This is an optimization exercise on Yosys and OpenROAD, whose aim is small area, a short achievable clock period and few clock cycles per item, not a production implementation.
In this exercise RTL edits were held to simulation tests only and were not proved equivalent to the original.

==> flow/design.v (outline; a module is shown in full before it is edited, if it fits) <==
// module mdu_mac: 2543 lines
// module mdu_fa: 10 lines
// module mdu_ha: 9 lines
// module mdu_divstep: 21 lines
// module e_mdu: 173 lines
module e_mdu (
  input  logic        clk,
  input  logic        reset,
  input  logic        start,
  input  logic [3:0]  md_op,
  input  logic [31:0] rs_val,
  input  logic [31:0] rt_val,
  output logic        busy,
  output logic [31:0] mu_result,
  output logic [31:0] hi,
  output logic [31:0] lo
);
  // ...
==> flow/flow/run.sh <==
#!/bin/bash
# Standard layout, with every port buffered by the smallest plain buffer instead of the
# delay buffer that buffer_ports picks by default, and timing repair aiming for 65 ns of
# setup slack, so that it sizes up the md_op -> mu_result read path (the one path that
# sets the achieved period) instead of stopping at 0 ns.
set -e
export BUFFER_PORTS_ARGS="-buffer_cell sky130_fd_sc_hd__buf_1"
bash standard.sh SETUP_SLACK_MARGIN=65 finish > standard_flow.log 2>&1
==> flow/standard.sh <==
#!/bin/bash
# synth_recipe.tcl (not shown) runs the flow's synth.tcl, then flattens the netlist and writes it again
# the make line also repeats each setting of config.mk as NAME=value (left out here)
make -C /OpenROAD-flow-scripts/flow DESIGN_CONFIG=/design/flow/config.mk WORK_HOME=/design/flow/orfs CLKGATE_MAP_FILE= SYNTH_SCRIPT=/design/flow/synth_recipe.tcl "${@:-finish}"
==> flow/config.mk <==
export PLATFORM = sky130hd
export DESIGN_NAME = e_mdu
export DESIGN_NICKNAME = e_mdu
export VERILOG_FILES = /design/flow/design.v
export SDC_FILE = /design/flow/constraint.sdc
export NUM_CORES = 4
export LEC_CHECK = 0
export ABC_AREA = 1
export CAP_MARGIN = 20
export CORE_MARGIN = 2
export CORE_UTILIZATION = 50
export SLEW_MARGIN = 20
export SYNTH_HIERARCHICAL = 1
==> flow/constraint.sdc <==
create_clock -name core_clock -period 110.0 [get_ports {clk}]
set_input_delay 22.0000 -clock core_clock [delete_from_list [all_inputs] [get_ports {clk}]]
set_output_delay 22.0000 -clock core_clock [all_outputs]
set_load 0.01 [all_outputs]
==> flow_summary.toml, run 1 <==
[global_route]
grt_pass1_vias = 37360

[sta]
skew_ps = 10.62
worst_pin_slew_ps = 1295
setup_tns_ps = 0

[final_layout]
seq_cells = 105
n_fill_cell = 7636

[job]
maxCapViolCount = 0

[setup_path]
cp.buffers_inverters = 3
critical_path_class = "in -> out"
cp-startpoint = "md_op[3]"
rr_worst_depth = 118

[outcome]
status = "finished clean"

[placed_design]
dp.cells = 5772
numPortBuffers = 167

[cts]
clock_sinks = 105
post_cts_buffers = 1
cts_htree_levels = 3
clk_pin_slew_ps = 90

[hold_path]
hold_class = "reg -> reg"

[die]
die_h_um = 283.4
initial_utilization_pct = 50.45

[drt]
wl_met1_um = 68420
wl_met2_um = 75620

[logic_synthesis]
synth_edf_count = 35
yosys.area.top_type_share_pct = 34.89
synth-simple-area-share_pct = 15.44
Testbench counts, summed over its fixed seeds: cycles 5,606, ops 4,000.
==> run 2, diff against run 1 <==
--- a/flow/design.v
+++ b/flow/design.v
@@ -2536,32 +2536,32 @@
   mdu_fa u_s1220 (.a(k1091), .b(s1092), .c(s967), .s(s1220), .co(k1221));
   mdu_fa u_s1222 (.a(k1093), .b(s1094), .c(s971), .s(s1222), .co(k1223));
   mdu_fa u_s1224 (.a(k1095), .b(s1096), .c(pp16[30]), .s(s1224), .co(k1225));
   mdu_fa u_s1226 (.a(k1097), .b(s1098), .c(pp16[31]), .s(s1226), .co(k1227));
   assign r0 = {k1225, k1223, k1221, k1219, k1217, k1215, k1213, k1211, k1209, k1207, k1205, k1203, k1201, k1199, k1197, k1195, k1193, k1191, k1189, k1187, k1185, k1183, k1181, k1179, k1177, k1175, k1173, k1171, k1169, k1167, k1165, k1163, k1161, k1159, k1157, k1155, k1153, k1151, k1149, k1147, k1145, k1143, k1141, k1139, k1137, k1135, k1133, k1131, k1129, k1127, k1125, k1123, k1121, k1119, k1117, k1115, k1113, k1111, k1109, k1107, k1105, k1103, k1101, s1100};
   assign r1 = {s1226, s1224, s1222, s1220, s1218, s1216, s1214, s1212, s1210, s1208, s1206, s1204, s1202, s1200, s1198, s1196, s1194, s1192, s1190, s1188, s1186, s1184, s1182, s1180, s1178, s1176, s1174, s1172, s1170, s1168, s1166, s1164, s1162, s1160, s1158, s1156, s1154, s1152, s1150, s1148, s1146, s1144, s1142, s1140, s1138, s1136, s1134, s1132, s1130, s1128, s1126, s1124, s1122, s1120, s1118, s1116, s1114, s1112, s1110, s1108, s1106, s1104, s1102, neg[0]};
   logic [64:0] cy;
   assign cy[0] = 1'b0;
-  for (genvar i = 0; i < 32; i++) begin : g_b0
+  for (genvar i = 0; i < 40; i++) begin : g_b0
     assign y[i] = r0[i] ^ r1[i] ^ cy[i];
     assign cy[i+1] = (r0[i] & r1[i]) | (r0[i] & cy[i]) | (r1[i] & cy[i]);
   end
-  logic [64:32] c0_1, c1_1;
-  logic [63:32] s0_1, s1_1;
-  assign c0_1[32] = 1'b0;
-  assign c1_1[32] = 1'b1;
-  for (genvar i = 32; i < 64; i++) begin : g_b1
+  logic [64:40] c0_1, c1_1;
+  logic [63:40] s0_1, s1_1;
+  assign c0_1[40] = 1'b0;
+  assign c1_1[40] = 1'b1;
+  for (genvar i = 40; i < 64; i++) begin : g_b1
     assign s0_1[i] = r0[i] ^ r1[i] ^ c0_1[i];
     assign c0_1[i+1] = (r0[i] & r1[i]) | (r0[i] & c0_1[i]) | (r1[i] & c0_1[i]);
     assign s1_1[i] = r0[i] ^ r1[i] ^ c1_1[i];
     assign c1_1[i+1] = (r0[i] & r1[i]) | (r0[i] & c1_1[i]) | (r1[i] & c1_1[i]);
   end
-  assign y[63:32] = cy[32] ? s1_1 : s0_1;
-  assign cy[64] = cy[32] ? c1_1[64] : c0_1[64];
+  assign y[63:40] = cy[40] ? s1_1 : s0_1;
+  assign cy[64] = cy[40] ? c1_1[64] : c0_1[64];
 endmodule
 module mdu_fa (
   input  logic a,
   input  logic b,
   input  logic c,
   output logic s,
   output logic co
 );
==> run 2 against run 1 <==
Against the previous run:
- synthesized cell count decreased by 3.4%
- clock-buffer cell count grew 1
- clock skew up 3.2 ps
- non-clock buffer count grew 4
- first-iteration DRC count is 4.6% higher
- die area decreased by 0.42%
- final cell count decreased by 2.6%
- highest routed layer unchanged
==> flow_summary.toml, run 2 <==
[logic_synthesis]
synth.top_cells.by_area = "fa_1, xnor2_1, o22ai_1, nand2_1, dfrtp_1"
synth_area_sq_um = 38850
synth_common_cells = "nand2_1, fa_1, o22ai_1, xnor2_1, inv_1"
synth-seq-area-share_pct = 7.200
netlist_instances = 4633
synth_area_leader_cell = "fa_1"
yosys.cell_types.count = 80
ys_ff_latch = 105
avgSynthCellArea_sq_um = 8.387
yosys_warnings = 7
synth_edf_count = 35
yosys.cell_count.top_type = "nand2_1"
synthArstFlopShare_pct = 65.71
synthFlopType = "dfrtp_1"
yosys.area.top_type_share_pct = 35.50

[setup_path]
cp-start-kind = "primary input"
crit_fanout = 8
slowest_delay_ps = 220
cp.buffers_inverters = 4
cp_cell_sequence = "buf_2, inv_1, nor2_4, buf_12, nand2_8, o22ai_1, buf_1"
crit_path_end_kind = "primary output"
cp.required_ps = 88000
critical_path_class = "in -> out"
slowest_stage = "o22ai_1"
arrival_ps = 23020
path_delay_family = "buffers and inverters"

[drt]
drt_iter0_drc = 4849
dr.pass1.iters = 7
wl_per_cell_um = 32.00
wirelength_um = 180700
vias = 37560
drcViolationCount = 0
via_per_inst = 6.650
ant_nets = 0

[cts]
worstSkewPairLatency_ps = 390
clockBufferDepth = 2
cts_tree = "yes"
cts_htree_levels = 3
clk_pin_slew_ps = 70
cts_made_buffers = 9
root_buffer = "clkbuf_16"
clock_sinks = 105

[global_route]
antenna_found_initial = 3
grt_pass1_vias = 36150
gr-usage-all-layers_pct = 45.05
grt_pass1_wl_um = 256600
overflow = 0
grt_max_degree = 66

[placed_design]
dp.cells = 5617
pre_cts_ws_ps = 64270
place.gp.congestion = 1.047
numPortBuffers = 167
dp_hpwl_um = 133300

[final_layout]
nNetsFinal = 5459
final_cells = 5647
final_common_cell = "nand2_1"
drive_gt1_share_pct = 9.233
final_cell_mix = "nand2_1, fa_1, o22ai_1, xnor2_1, inv_1"
area_delta_synth_final_pct = 5.426

[sta]
fmax_ghz = 0.02221
fin_ws_ps = 64980
min_period_over_period_pct = 40.93
finalSetupViolations = 0
rsz0062_at_grt = "yes"
setup_tns_ps = 0
skew_ps = 13.82
hold_viol = 0
slew_viol_final = 0
relSlewSlack_pct = 21.42
hold-worst-slack_ps = 515.5
worst_pin_slew_ps = 1175
min_period_ps = 45020

[die]
core_sq_um = 77210
die_h_um = 282.8
dieWidth_um = 282.8
initial_utilization_pct = 50.32
fp.dieArea_sq_um = 79960
ioPinCount = 168
fp-row-count = 102

[hold_path]
hold_class = "reg -> reg"

[job]
maxCapViolCount = 0

[outcome]
status = "finished clean"
## run 2: worst min-delay path: stages, from the launching register on
cell and delay, ps:
dfrtp_1 350, o211ai_1 80, nand2_1 60
## run 2: per-module statistics from Yosys, one instance, submodules excluded
module	times used	flip-flops and latches	cells
mdu_ha	46	0	1
mdu_fa	646	0	1
mdu_divstep	3	0	104
mdu_mac	1	0	1924
e_mdu	1	105	1705
## run 2: final cells by class
class	instances	area [sq um]
repair buffers	303	1734
clock buffers	10	229.0
fillers	7517	36250
inverters	364	1478
flip-flops and latches	105	2798
clock inverters	6	51.30
multi-input cells	3815	33360
diodes	4	10.01
well taps	1040	1301
## run 2: worst paths after layout
check	endpoint	depth (start not counted)	slack [ps]	startpoint
hold reg to reg	cnt_reg[3]$_DFF_PN0_	2	520	cnt_reg[3]$_DFF_PN0_
hold / removal	cnt_reg[3]$_DFF_PN0_	2	520	cnt_reg[3]$_DFF_PN0_
setup / recovery	mu_result[2]	7	64980	md_op[3]
setup reg to reg	hi_reg[31]$_DFF_PN0_	124	66610	dn_reg[0]$_DFFE_PP_
min in group asynchronous	hi_reg[14]$_DFF_PN0_	1	21460	reset
max in group asynchronous	cnt_reg[0]$_DFF_PN0_	2	87380	reset
## run 2: metal layers
| metal | routed length, um | vias up | GRT usage, % |
|---|---|---|---|
| li1 | - | 15380 | - |
| met1 | 66100 | 18610 | 58.15 |
| met2 | 77030 | 2968 | 66.66 |
| met3 | 23830 | 592 | 12.97 |
| met4 | 13710 | 2 | 28.25 |
| met5 | 15 | - | 0 |
## run 2: metrics by stage
step / instance area, sq um / util (%)
floorplan: 38860 / -
global placement: 40360 / 52.27
detailed placement: 40360 / 52.27
CTS: 40710 / 52.72
global route: 40950 / 53.04
finish: 40960 / 53.05
## run 2: cell families after synthesis
kind of cell | share of synthesized area, %
buffers and inverters | 7.838
other | 0.009651
and+or+nand+nor | 14.36
DFF | 7.200
muxes | 0.3381
adders and majority gates | 38.75
xor gates and xnor gates | 14.47
AOI/OAI and AO/OA | 17.03
## run 2: repair_timing
| action | CTS | global route |
|---|---|---|
| gates resized for setup | 14 | 57 |
| cloned | 2 | 3 |
| hold endpoints to repair | 0 | 0 |
| buffers inserted | 1 | 4 |
| setup endpoints to repair | 32 | 32 |
| pin swaps | 2 | 8 |
| hold buffers | 0 | 0 |
Testbench counts of run 2, summed over its fixed seeds: cycles 5,606, ops 4,000.
==> run 3, diff against run 2 <==
--- a/flow/config.mk
+++ b/flow/config.mk
@@ -6,8 +6,8 @@
 export NUM_CORES = 4
 export LEC_CHECK = 0
 export ABC_AREA = 1
-export CAP_MARGIN = 20
+export CAP_MARGIN = 10
 export CORE_MARGIN = 2
 export CORE_UTILIZATION = 50
-export SLEW_MARGIN = 20
+export SLEW_MARGIN = 10
 export SYNTH_HIERARCHICAL = 1
==> run 3 against run 2 <==
Against the previous run:
- design area stayed put
- highest routed layer unchanged
- wire length stayed put
- critical path depth stayed put
- clock skew stayed put
- flip-flop and latch count stayed put
- clock-buffer cell count stayed put
- sequential share of layout area stayed put
- worst setup slack stayed put
- fmax stayed put
- worst hold slack stayed put
==> flow_summary.toml, run 3 <==
[outcome]
status = "finished clean"

[cts]
cts_htree_levels = 3
cts_made_buffers = 9
root_buffer = "clkbuf_16"
cts-hold-fix-buffers = 0
worstSkewPairLatency_ps = 390
cts_tree = "yes"
clk_pin_slew_ps = 70
clockBufferDepth = 2
clock_sinks = 105

[global_route]
grt_pass1_wl_um = 256600
grt_pass1_vias = 36150
overflow = 0
gr-usage-all-layers_pct = 45.05
grt_max_degree = 66
antenna_found_initial = 3

[logic_synthesis]
synth_fa_ha_area_share_pct = 38.75
yosys.area.top_type_share_pct = 35.50
synthArstFlopShare_pct = 65.71
synth_top_family_by_area = "adder cells"
synth_area_sq_um = 38850
yosys_warnings = 7
synth_area_leader_cell = "fa_1"
synth_common_cells = "nand2_1, fa_1, o22ai_1, xnor2_1, inv_1"
synthFlopType = "dfrtp_1"
ys_ff_latch = 105
synth_edf_count = 35
synth_compound_gate_area_share_pct = 17.03
netlist_instances = 4633
synth.top_cells.by_area = "fa_1, xnor2_1, o22ai_1, nand2_1, dfrtp_1"
synth-simple-area-share_pct = 14.36
avgSynthCellArea_sq_um = 8.387
synth-seq-area-share_pct = 7.200
yosys.cell_types.count = 80
yosys.cell_count.top_type = "nand2_1"
muxShareOfSynthArea_pct = 0.3381
synth_xor_area_share_pct = 14.47

[setup_path]
cp.required_ps = 88000
crit_path_end_kind = "primary output"
critical_path_class = "in -> out"
arrival_ps = 23020
crit_fanout = 8
cp-start-kind = "primary input"

[sta]
worst_pin_slew_ps = 1175
rsz0062_at_grt = "yes"
skew_ps = 13.82
min_period_ps = 45020
relSlewSlack_pct = 21.42
fin_ws_ps = 64980
finalSetupViolations = 0
hold_viol = 0
setup_tns_ps = 0
slew_viol_final = 0
fmax_ghz = 0.02221
min_period_over_period_pct = 40.93

[die]
dieWidth_um = 282.8
core_sq_um = 77210
initial_utilization_pct = 50.32
fp-row-count = 102
fp.dieArea_sq_um = 79960
die_h_um = 282.8
ioPinCount = 168

[placed_design]
numPortBuffers = 167
dp_hpwl_um = 133300
place.gp.congestion = 1.047
pre_cts_ws_ps = 64270

[final_layout]
regArea_sq_um = 2798
drive_gt1_share_pct = 9.233
final_cell_mix = "nand2_1, fa_1, o22ai_1, xnor2_1, inv_1"
area_delta_synth_final_pct = 5.426
nNetsFinal = 5459
n_fill_cell = 7517
final_common_cell = "nand2_1"
multi_input_comb_area_sq_um = 33360

[drt]
via_per_inst = 6.650
dr.pass1.iters = 7
wirelength_um = 180700
drt_iter0_drc = 4849
vias = 37560
wl_per_cell_um = 32.00
ant_nets = 0
drcViolationCount = 0

[job]
maxCapViolCount = 0

[hold_path]
hold_class = "reg -> reg"
==> run 3: cell counts in the layout (fill, tap and decap cells not counted) <==
Identical to the previous run, type by type.
==> run 3: modules after synthesis, one instance, submodules excluded <==
module | flops+latches | cells inside | times used | cell area, sq um
e_mdu | 105 | 1705 | 1 | 11140
mdu_divstep | 0 | 104 | 3 | 491.7
mdu_fa | 0 | 1 | 646 | 20.02
mdu_ha | 0 | 1 | 46 | 12.51
mdu_mac | 0 | 1924 | 1 | 12730
==> run 3: metrics by stage <==
step	hold WS, ps	std cells	utilization (%)	instance area, sq um
after floorplan	479.2	4635	-	38860
after global placement	515.2	5617	52.27	40360
after detailed placement	508.7	5617	52.27	40360
after CTS	525.3	5636	52.72	40710
after global routing	570.6	5643	53.04	40950
final	515.5	5647	53.05	40960
==> run 3: cells by family after synthesis <==
kind of cell    Yosys count
fa+ha+maj               790
other cells               1
mux                      12
xor+xnor                641
compound gates         1074
buf+inv                 720
simple gates           1290
flops                   105
==> run 3: per-layer routing <==
| metal | global-route usage (%) | vias up | share of wire, % |
|---|---|---|---|
| li1 | - | 15380 | - |
| met5 | 0 | - | 0.0083 |
| met3 | 12.97 | 592 | 13 |
| met2 | 66.66 | 2968 | 43 |
| met1 | 58.15 | 18610 | 37 |
| met4 | 28.25 | 2 | 7.6 |
==> run 3: path summary, 6_finish.rpt <==
path                                 startpoint                   end  slack, ps  cells after the start
min in group asynchronous                 reset  hi_reg[14]$_DFF_PN0_      21460                      1
max in group asynchronous                 reset  cnt_reg[0]$_DFF_PN0_      87380                      2
max                                    md_op[3]          mu_result[2]      64980                      7
min reg2reg                cnt_reg[3]$_DFF_PN0_  cnt_reg[3]$_DFF_PN0_        520                      2
max reg2reg                 dn_reg[0]$_DFFE_PP_  hi_reg[31]$_DFF_PN0_      66610                    124
min                        cnt_reg[3]$_DFF_PN0_  cnt_reg[3]$_DFF_PN0_        520                      2
==> run 3: final cells by class <==
| class | count | share of cell area [%] |
|---|---|---|
| diodes | 4 | 0.02444 |
| clock buffers | 10 | 0.5590 |
| clock inverters | 6 | 0.1252 |
| inverters | 364 | 3.607 |
| multi-input cells | 3815 | 81.44 |
| flip-flops and latches | 105 | 6.830 |
| well taps | 1040 | 3.177 |
| repair buffers | 303 | 4.233 |
==> run 3: what timing repair did <==
action	CTS	global route
gates resized for setup	14	57
pin swaps	2	8
cloned	2	3
setup buffers	1	4
hold endpoints to repair	0	0
endpoints found under the setup margin	32	32
==> run 3: worst max-delay path: stages <==
cell,delay (ps)
buf_2,190
inv_1,100
nor2_4,130
buf_12,140
nand2_8,70
o22ai_1,220
buf_1,180
==> run 4, diff against run 3 <==
==> flow/flow/run.sh (replaced) <==
#!/bin/bash
# Standard layout, with every port buffered by the smallest plain buffer instead of the
# delay buffer that buffer_ports picks by default, and timing repair aiming for 65.4 ns of
# setup slack, so that it sizes up the md_op -> mu_result read path (the one path that
# sets the achieved period) instead of stopping at 0 ns.
set -e
export BUFFER_PORTS_ARGS="-buffer_cell sky130_fd_sc_hd__buf_1"
bash standard.sh SETUP_SLACK_MARGIN=65.4 finish > standard_flow.log 2>&1
--- a/flow/config.mk
+++ b/flow/config.mk
@@ -6,8 +6,8 @@
 export NUM_CORES = 4
 export LEC_CHECK = 0
 export ABC_AREA = 1
-export CAP_MARGIN = 10
+export CAP_MARGIN = 20
 export CORE_MARGIN = 2
 export CORE_UTILIZATION = 50
-export SLEW_MARGIN = 10
+export SLEW_MARGIN = 20
 export SYNTH_HIERARCHICAL = 1
==> run 4 against run 3 <==
Against the previous run:
- worst hold slack improved by 7.8 ps
- fmax is 0.39% higher
- clock skew is 3.4 ps higher
- sequential share of layout area decreased by 0.061 points
- synthesized cell count is the same
- flip-flop and latch count unchanged
- non-clock buffer count increased by 3
- register-to-register slack improved by 150 ps
- worst setup slack gained 170 ps
- clock-buffer cell count unchanged
==> flow_summary.toml, run 4 <==
[placed_design]
numPortBuffers = 167
place.gp.congestion = 1.083
dp_hpwl_um = 130400

[global_route]
gr-usage-all-layers_pct = 44.96
grt_pass1_wl_um = 257300
grt_max_degree = 66
grtUsageMet3_pct = 13.55
grt-busiest-layer = "met2"
met2_usage_pct = 65.50
overflow = 0
globalRouteMet1Util_pct = 57.52
antenna_found_initial = 6
grt_pass1_vias = 36570

[final_layout]
area_delta_synth_final_pct = 6.379
final_cell_mix = "nand2_1, fa_1, o22ai_1, xnor2_1, inv_1"
utilization_pct = 53.53
final_common_cell = "nand2_1"
drive_gt1_share_pct = 9.833
nNetsFinal = 5463

[drt]
drcViolationCount = 0
wirelength_um = 179900
via_per_inst = 6.657
drt_iter0_drc = 5223
vias = 37620
wl_per_cell_um = 31.83
ant_nets = 0
dr.pass1.iters = 6

[cts]
worstSkewPairLatency_ps = 390
clockBufferDepth = 2
cts-hold-fix-buffers = 0
root_buffer = "clkbuf_16"
cts_htree_levels = 3
cts_made_buffers = 9
clock_sinks = 105
cts_tree = "yes"
clk_pin_slew_ps = 90

[setup_path]
cp-start-kind = "primary input"
critical_path_class = "in -> out"
r2r_start = "dn_reg[0]$_DFFE_PP_"
reg2reg_slack_ps = 66760
path_delay_family = "buffers and inverters"
cp.required_ps = 88000
cp_cell_sequence = "buf_12, nor2_4, buf_6, nand2_8, o22ai_2, buf_2"
r2r_end = "hi_reg[30]$_DFF_PN0_"
rr_worst_depth = 123
crit_path_end_kind = "primary output"
arrival_ps = 22850
slowest_stage = "buf_6"
crit_fanout = 8
slowest_delay_ps = 170
cp.buffers_inverters = 3

[logic_synthesis]
yosys_warnings = 7
synth_area_sq_um = 38850
yosys.area.top_type_share_pct = 35.50
synth_edf_count = 35
synth.top_cells.by_area = "fa_1, xnor2_1, o22ai_1, nand2_1, dfrtp_1"
netlist_instances = 4633
avgSynthCellArea_sq_um = 8.387
synthArstFlopShare_pct = 65.71
synth_common_cells = "nand2_1, fa_1, o22ai_1, xnor2_1, inv_1"
yosys.cell_types.count = 80
ys_ff_latch = 105
yosys.cell_count.top_type = "nand2_1"
synthFlopType = "dfrtp_1"
synth_area_leader_cell = "fa_1"
synth-seq-area-share_pct = 7.200

[die]
initial_utilization_pct = 50.32
die_h_um = 282.8
fp.dieArea_sq_um = 79960
ioPinCount = 168
fp-row-count = 102
core_sq_um = 77210
dieWidth_um = 282.8

[outcome]
status = "finished clean"

[sta]
relSlewSlack_pct = 21.90
finalSetupViolations = 0
slew_viol_final = 0
setup_tns_ps = 0
worst_pin_slew_ps = 1168
rsz0062_at_grt = "yes"
min_period_ps = 44850
min_period_over_period_pct = 40.77
hold_viol = 0
hold-worst-slack_ps = 523.3
skew_ps = 17.25
fmax_ghz = 0.02230

[hold_path]
whs_path_depth = 2
holdCritStartpoint = "cnt_reg[3]$_DFF_PN0_"
hold_end = "cnt_reg[3]$_DFF_PN0_"
hold_class = "reg -> reg"

[job]
maxCapViolCount = 0
## run 4: metal layers
metal	vias to the layer above	wire length [um]
li1	15410	-
met5	-	92
met1	18590	65570
met3	650	23760
met2	2964	75610
met4	4	14850
## run 4: repair_timing
item | in CTS | in global routing
endpoints found under the setup margin | 32 | 32
gates cloned | 6 | 0
resized for setup | 67 | 14
pin swaps | 10 | 5
buffers inserted | 12 | 0
## run 4: worst max path at each step
stage	startpoint	to	slack (ps)	cells past startpoint
final	md_op[3]	mu_result[23]	65150	6
after global routing	md_op[3]	mu_result[19]	65130	6
after CTS	md_op[3]	mu_result[12]	65200	7
after detailed placement	md_op[3]	mu_result[12]	64320	6
after global placement	md_op[3]	mu_result[30]	64430	6
after floorplan	md_op[3]	mu_result[12]	65400	5
## run 4: cell type report
type	instances	area, sq um
multi-input combinational	3816	33590
sequential	105	2798
fill	7424	35880
timing repair buffer	306	1841
antenna	4	10.01
tap	1040	1301
inverter	364	1490
clock buffer	10	229.0
clock inverter	6	75.07
## run 4: kinds of logic after synthesis
group	count (synthesis)	share of synthesized area, %
buf+inv	720	7.838
fa+ha+maj	790	38.75
compound gates	1074	17.03
other cells	1	0.009651
xor+xnor	641	14.47
flops	105	7.200
mux	12	0.3381
simple gates	1290	14.36
## run 4: worst register-to-register path, delay by kind of cell (launching register included)
kind	cells	cell delay [ps]
AO/OA/AOI/OAI	3	570
adder cells (fa/ha/maj)	97	39360
buffers and inverters	3	200
flip-flops	1	480
AND/OR/NAND/NOR	20	2470
## run 4: through the flow
stage | cell area [sq um] | cells | setup slack (ps)
after floorplan | 39140 | 4635 | 65400
after global placement | 40560 | 5613 | 64430
after CTS | 41230 | 5647 | 65200
final | 41330 | 5651 | 65150
after global routing | 41330 | 5648 | 65130
after detailed placement | 40560 | 5613 | 64320
## run 4: per-module statistics from Yosys, one instance, submodules excluded
| module | cells inside | times used |
|---|---|---|
| mdu_mac | 1924 | 1 |
| e_mdu | 1705 | 1 |
| mdu_divstep | 104 | 3 |
| mdu_fa | 1 | 646 |
| mdu_ha | 1 | 46 |

## what the ideal ports hide
In the flow no input, the clock included, has a driving cell. The finished layouts below were timed again as built, in two steps. Step 1 assumes that a clkbuf_16 drives the clock port and a buf_2 every other input. Step 2 adds t to the input delays and takes it off the output delays; t is the mean of the earliest and latest rising clock arrival at the registers after step 1. Input paths then give back, and output paths get back, about the clock's delay inside the block. a / b / c = ideal / step 1 / step 2; a / b = the first two.
run	t (ns)	setup WS [ns]	clock arrival spread, ns	worst slew at a driven data input, ns
run 1	0.444	64.993 / 64.961 / 64.961	0.011 / 0.011	0.05
run 2	0.441	64.980 / 64.954 / 64.954	0.014 / 0.014	0.13
run 3	0.441	64.980 / 64.954 / 64.954	0.014 / 0.014	0.13
run 4	0.438	65.153 / 65.095 / 65.095	0.018 / 0.017	0.11
After both steps every run listed still meets setup and hold. The setup slack of run 4, which loses most, moves by -0.058 ns with the drivers and by -0.058 ns with both steps.
